From an optimization exercise on the open Yosys and OpenROAD flow, aimed at small area, a short achievable clock period and few clock cycles per item; shortcuts taken in it are not production practice. In this exercise RTL edits were held to simulation tests only and were not proved equivalent to the original.

==> flow/design.v (excerpt) <==
module gemv_stream_engine
#(
  parameter int unsigned SZ     = gemv_pkg::SZ_DEF,
  parameter int unsigned DW     = gemv_pkg::DW_DEF,
  parameter int unsigned N_ROWS = gemv_pkg::N_ROWS_DEF,
  parameter int unsigned AW     = gemv_pkg::gemv_aw(SZ, DW),
  localparam int unsigned IW    = (N_ROWS > 1) ? $clog2(N_ROWS) : 1
) (
  input  logic             clk,
  input  logic             rst_n,
  input  logic             start_i,
  input  logic             accum_i,
  input  logic [SZ*DW-1:0] w_i,
  input  logic             a_valid_i,
  output logic             a_ready_o,
  input  logic [SZ*DW-1:0] a_row_i,
  output logic             o_valid_o,
  input  logic             o_ready_i,
  output logic [DW-1:0]    o_data_o,
  output logic [IW-1:0]    o_idx_o,
  output logic             busy_o,
  output logic             done_o,
  output logic             ovf_o
);
export LEC_CHECK = 0
export ABC_AREA = 1
export CAP_MARGIN = 20
export CORE_MARGIN = 2
export CORE_UTILIZATION = 40
export SETUP_SLACK_MARGIN = 2.5
export SLEW_MARGIN = 20
create_clock -name core_clock -period 9.0 [get_ports {clk}]
standard.sh (not shown) runs the stock make flow with config.mk's settings and CLKGATE_MAP_FILE= SYNTH_SCRIPT=/design/flow/synth_recipe.tcl, a recipe that flattens the netlist after the stock synthesis.
==> flow/flow/run.sh <==
#!/bin/bash
# The standard layout, with the port buffers made from buf_4 cells instead of
# the buffer_ports default (a slow delay cell the resizer cannot swap out).
set -euo pipefail
export BUFFER_PORTS_ARGS="-buffer_cell sky130_fd_sc_hd__buf_4"
bash standard.sh finish > standard.log 2>&1
Testbench counts at the start, summed over its fixed seeds: cycles 16,000, items 9,600.
Then changed:
==> flow/run.sh (new file) <==
#!/bin/bash
# synth_recipe.tcl (not shown) runs the flow's synth.tcl, then flattens the netlist and writes it again
# the make line also repeats each setting of config.mk as NAME=value (left out here)
make -C /OpenROAD-flow-scripts/flow DESIGN_CONFIG=/design/flow/config.mk WORK_HOME=/design/flow/orfs CLKGATE_MAP_FILE= SYNTH_SCRIPT=/design/flow/synth_recipe.tcl finish
- SETUP_SLACK_MARGIN: 2.5 -> 3.5
removed: flow/flow/run.sh
removed: flow/standard.sh
The changed run passed the timing, DRC and antenna checks; wire length went up by a few percent; worst setup slack improved by 450 ps.
Then changed:
- SETUP_SLACK_MARGIN: 3.5 -> 2.5
Effect: The new run finished with timing, DRC and antenna clean; worst hold slack is better by 13 ps; die area does not change; via count decreases by 3.6%; cell area fell by 11%; first-iteration DRC count is higher by 33%; register-to-register slack is worse by 620 ps; non-clock buffer count is lower by 159; worst setup slack degrades by 670 ps; critical path depth does not change; area after synthesis does not change.

========
== sierra ==
gemv_stream_engine, a different RTL version from the one above (not shown whole).
For scale: ~2,400 cells after synthesis, roughly 130 I/O pins, ~26,000 um^2 of cells after synthesis.
clock: 9.0 ns
lec_check: 0
abc_area: 1
cap_margin: 20
core_margin: 2
core_utilization: 40
setup_slack_margin: 3.5
slew_margin: 20
==> flow/flow/run.sh <==
#!/bin/bash
# The standard layout with two changes:
#  - the port buffers are buf_4 cells instead of the buffer_ports default (a
#    slow delay cell that the resizer cannot swap out);
#  - after the standard synthesis, inverters around full and half adders are
#    removed by flipping full adders' polarity and rebuilding half adders that
#    take inverted inputs (flow/invpush2.py); registers and all other cells are
#    left as the standard synthesis made them.
set -euo pipefail
export BUFFER_PORTS_ARGS="-buffer_cell sky130_fd_sc_hd__buf_4"
bash standard.sh synth > standard_synth.log 2>&1
NET=orfs/results/sky130hd/gemv_stream_engine/base/1_2_yosys.v
cp $NET yosys_netlist_orig.v
python3 flow/invpush2.py yosys_netlist_orig.v $NET > invpush.log 2>&1
bash standard.sh finish > standard_finish.log 2>&1
Other scripts of this flow, unchanged in this note and not shown: flow/flow/invpush2.py
Looking at the reports, sierra completed the entire flow and the layout it produced met the timing, DRC and antenna checks.
Testbench counts of sierra, summed over its fixed seeds: cycles 16,000, items 9,600.
Here is what was changed in the inputs of amber compared with sierra.
# sierra
export LEC_CHECK = 0
export ABC_AREA = 1
export CAP_MARGIN = 20
export CORE_MARGIN = 2
export CORE_UTILIZATION = 40
export SETUP_SLACK_MARGIN = 3.5
export SLEW_MARGIN = 20
create_clock -name core_clock -period 9.0 [get_ports {clk}]
# amber
export LEC_CHECK = 0
export ABC_AREA = 1
export CAP_MARGIN = 20
export CORE_MARGIN = 2
export CORE_UTILIZATION = 40
export SETUP_SLACK_MARGIN = 3.2
export SLEW_MARGIN = 20
create_clock -name core_clock -period 9.0 [get_ports {clk}]
==> comparison <==
- Fraction of standard cell area in multi-input logic: amber and sierra compared, lower one is sierra
- amber — number of detailed-route iterations in the first pass 3 higher, sierra as reference
- Looking only at area added between synthesis and finish, and setting everything else aside, the lower value of amber and sierra goes to amber.
- Taking sierra as the reference, in amber wire length up 3.2%; maximum frequency down 3.9 MHz; global-route usage up 0.85 points; number of fill cells in the layout flat.
[inputs] maple vs amber
# amber
export LEC_CHECK = 0
export ABC_AREA = 1
export CAP_MARGIN = 20
export CORE_MARGIN = 2
export CORE_UTILIZATION = 40
export SETUP_SLACK_MARGIN = 3.2
export SLEW_MARGIN = 20
create_clock -name core_clock -period 9.0 [get_ports {clk}]
# maple
export LEC_CHECK = 0
export ABC_AREA = 1
export CAP_MARGIN = 20
export CORE_MARGIN = 2
export CORE_UTILIZATION = 40
export CTS_BUF_LIST = sky130_fd_sc_hd__clkbuf_4 sky130_fd_sc_hd__clkbuf_8
export SETUP_SLACK_MARGIN = 3.5
export SLEW_MARGIN = 20
create_clock -name core_clock -period 9.0 [get_ports {clk}]
--- a/flow/flow/run.sh
+++ b/flow/flow/run.sh
@@ -2,3 +2,3 @@
 # The standard layout with two changes:
-#  - the port buffers are buf_4 cells instead of the buffer_ports default (a
+#  - the port buffers are buf_2 cells instead of the buffer_ports default (a
 #    slow delay cell that the resizer cannot swap out);
@@ -9,3 +9,3 @@
 set -euo pipefail
-export BUFFER_PORTS_ARGS="-buffer_cell sky130_fd_sc_hd__buf_4"
+export BUFFER_PORTS_ARGS="-buffer_cell sky130_fd_sc_hd__buf_2"
 bash standard.sh synth > standard_synth.log 2>&1
[summary]
- Diff maple..amber | die area | unchanged
- Of maple and amber, the lower non-clock buffer count belongs to amber.

========
Setup of job 101:
Starting RTL as in the previous note.
==> flow/config.mk <==
export PLATFORM = sky130hd
export DESIGN_NAME = gemv_stream_engine
export DESIGN_NICKNAME = gemv_stream_engine
export VERILOG_FILES = /design/flow/design.v
export SDC_FILE = /design/flow/constraint.sdc
export NUM_CORES = 4
export LEC_CHECK = 0
export ABC_AREA = 1
export CAP_MARGIN = 20
export CORE_MARGIN = 2
export CORE_UTILIZATION = 40
export SETUP_SLACK_MARGIN = 3.5
export SLEW_MARGIN = 20
==> flow/constraint.sdc <==
create_clock -name core_clock -period 9.0 [get_ports {clk}]
set_input_delay 1.8000 -clock core_clock [delete_from_list [all_inputs] [get_ports {clk}]]
set_output_delay 1.8000 -clock core_clock [all_outputs]
set_load 0.01 [all_outputs]
==> flow/flow/run.sh <==
#!/bin/bash
# The standard layout with two changes:
#  - the port buffers are buf_4 cells instead of the buffer_ports default (a
#    slow delay cell that the resizer cannot swap out);
#  - after the standard synthesis, inverter pairs around full adders are
#    removed by flipping the adders' polarity (flow/invpush.py); registers
#    and everything else are left as the standard synthesis made them.
set -euo pipefail
export BUFFER_PORTS_ARGS="-buffer_cell sky130_fd_sc_hd__buf_4"
bash standard.sh synth > standard_synth.log 2>&1
NET=orfs/results/sky130hd/gemv_stream_engine/base/1_2_yosys.v
cp $NET yosys_netlist_orig.v
python3 flow/invpush.py yosys_netlist_orig.v $NET > invpush.log 2>&1
bash standard.sh finish > standard_finish.log 2>&1
Other scripts of this flow, unchanged in this note and not shown: flow/flow/invpush.py
Testbench counts of job 101, summed over its fixed seeds: cycles 16,000, items 9,600.
[inputs] job 102 vs job 101
# job 101
export LEC_CHECK = 0
export ABC_AREA = 1
export CAP_MARGIN = 20
export CORE_MARGIN = 2
export CORE_UTILIZATION = 40
export SETUP_SLACK_MARGIN = 3.5
export SLEW_MARGIN = 20
create_clock -name core_clock -period 9.0 [get_ports {clk}]
# job 102
export LEC_CHECK = 0
export ABC_AREA = 1
export CAP_MARGIN = 20
export CORE_MARGIN = 2
export CORE_UTILIZATION = 60
export SETUP_SLACK_MARGIN = 3.5
export SLEW_MARGIN = 20
create_clock -name core_clock -period 9.0 [get_ports {clk}]
--- outcome ---
- Taking job 101 as the reference, in job 102 smallest hold slack roughly the same; design area moved down; clock slew seen by the registers of the worst setup and hold paths stayed essentially flat; sum of net half-perimeters after detailed placement fell by 6100 microns.
- When job 102 is measured against job 101, its actual slew at the worst max-slew pin turns out 0.12 ns higher.
For job 103, these inputs were changed with respect to job 102:
# job 102
export LEC_CHECK = 0
export ABC_AREA = 1
export CAP_MARGIN = 20
export CORE_MARGIN = 2
export CORE_UTILIZATION = 60
export SETUP_SLACK_MARGIN = 3.5
export SLEW_MARGIN = 20
create_clock -name core_clock -period 9.0 [get_ports {clk}]
# job 103
export LEC_CHECK = 0
export ABC_AREA = 1
export CAP_MARGIN = 20
export CORE_MARGIN = 2
export CORE_UTILIZATION = 40
export SETUP_SLACK_MARGIN = 3.0
export SLEW_MARGIN = 20
create_clock -name core_clock -period 9.0 [get_ports {clk}]
==> run summary <==
Job 103 against job 102; number of global-route vias before repair is down by a few percent. Looking at job 103 and job 102, the final cell area excluding filler cells is a wash. Worst setup slack: job 103 vs job 102 down 0.19 ns. Relative to job 102, global-route usage has gone down in job 103.

==> what the ideal ports hide <==
In the flow no input, the clock included, has a driving cell. The finished layouts below were timed again as built, in two steps. Step 1 assumes that a clkbuf_16 drives the clock port and a buf_2 every other input. Step 2 times the ports against the registers' clock, not the clock port: input delays grow and output delays shrink by t, the midpoint of the rising clock arrivals with the driver on. Slacks: no drivers / after step 1 / after step 2; pairs: no drivers / after step 1.
run | t, ns | slack for setup (ns) | latest minus earliest clock arrival (ns) | worst register clock-pin slew, ns | pins driven straight from the clock port
the first run of note 1 | 0.579 | 2.789 / 2.789 / 2.376 | 0.031 / 0.031 | 0.11 / 0.11 | 1
the second run of note 1 | 0.576 | 3.237 / 3.248 / 2.672 | 0.026 / 0.026 | 0.09 / 0.09 | 1
the third run of note 1 | 0.560 | 2.566 / 2.588 / 2.028 | 0.031 / 0.031 | 0.10 / 0.10 | 1
sierra | 0.650 | 3.429 / 3.364 / 2.979 | 0.040 / 0.040 | 0.07 / 0.07 | 1
amber | 0.645 | 3.305 / 3.294 / 2.698 | 0.045 / 0.045 | 0.07 / 0.07 | 1
maple | 0.676 | 3.305 / 3.247 / 2.955 | 0.057 / 0.057 | 0.07 / 0.07 | 1
job 101 | 0.661 | 3.493 / 3.453 / 2.865 | 0.017 / 0.017 | 0.06 / 0.06 | 1
job 102 | 0.652 | 3.411 / 3.351 / 2.898 | 0.042 / 0.042 | 0.07 / 0.07 | 1
job 103 | 0.659 | 3.224 / 3.162 / 2.810 | 0.026 / 0.026 | 0.07 / 0.07 | 1
After both steps every run listed still meets setup and hold. The setup slack of job 101, which loses most, moves by -0.040 ns with the drivers and by -0.628 ns with both steps.
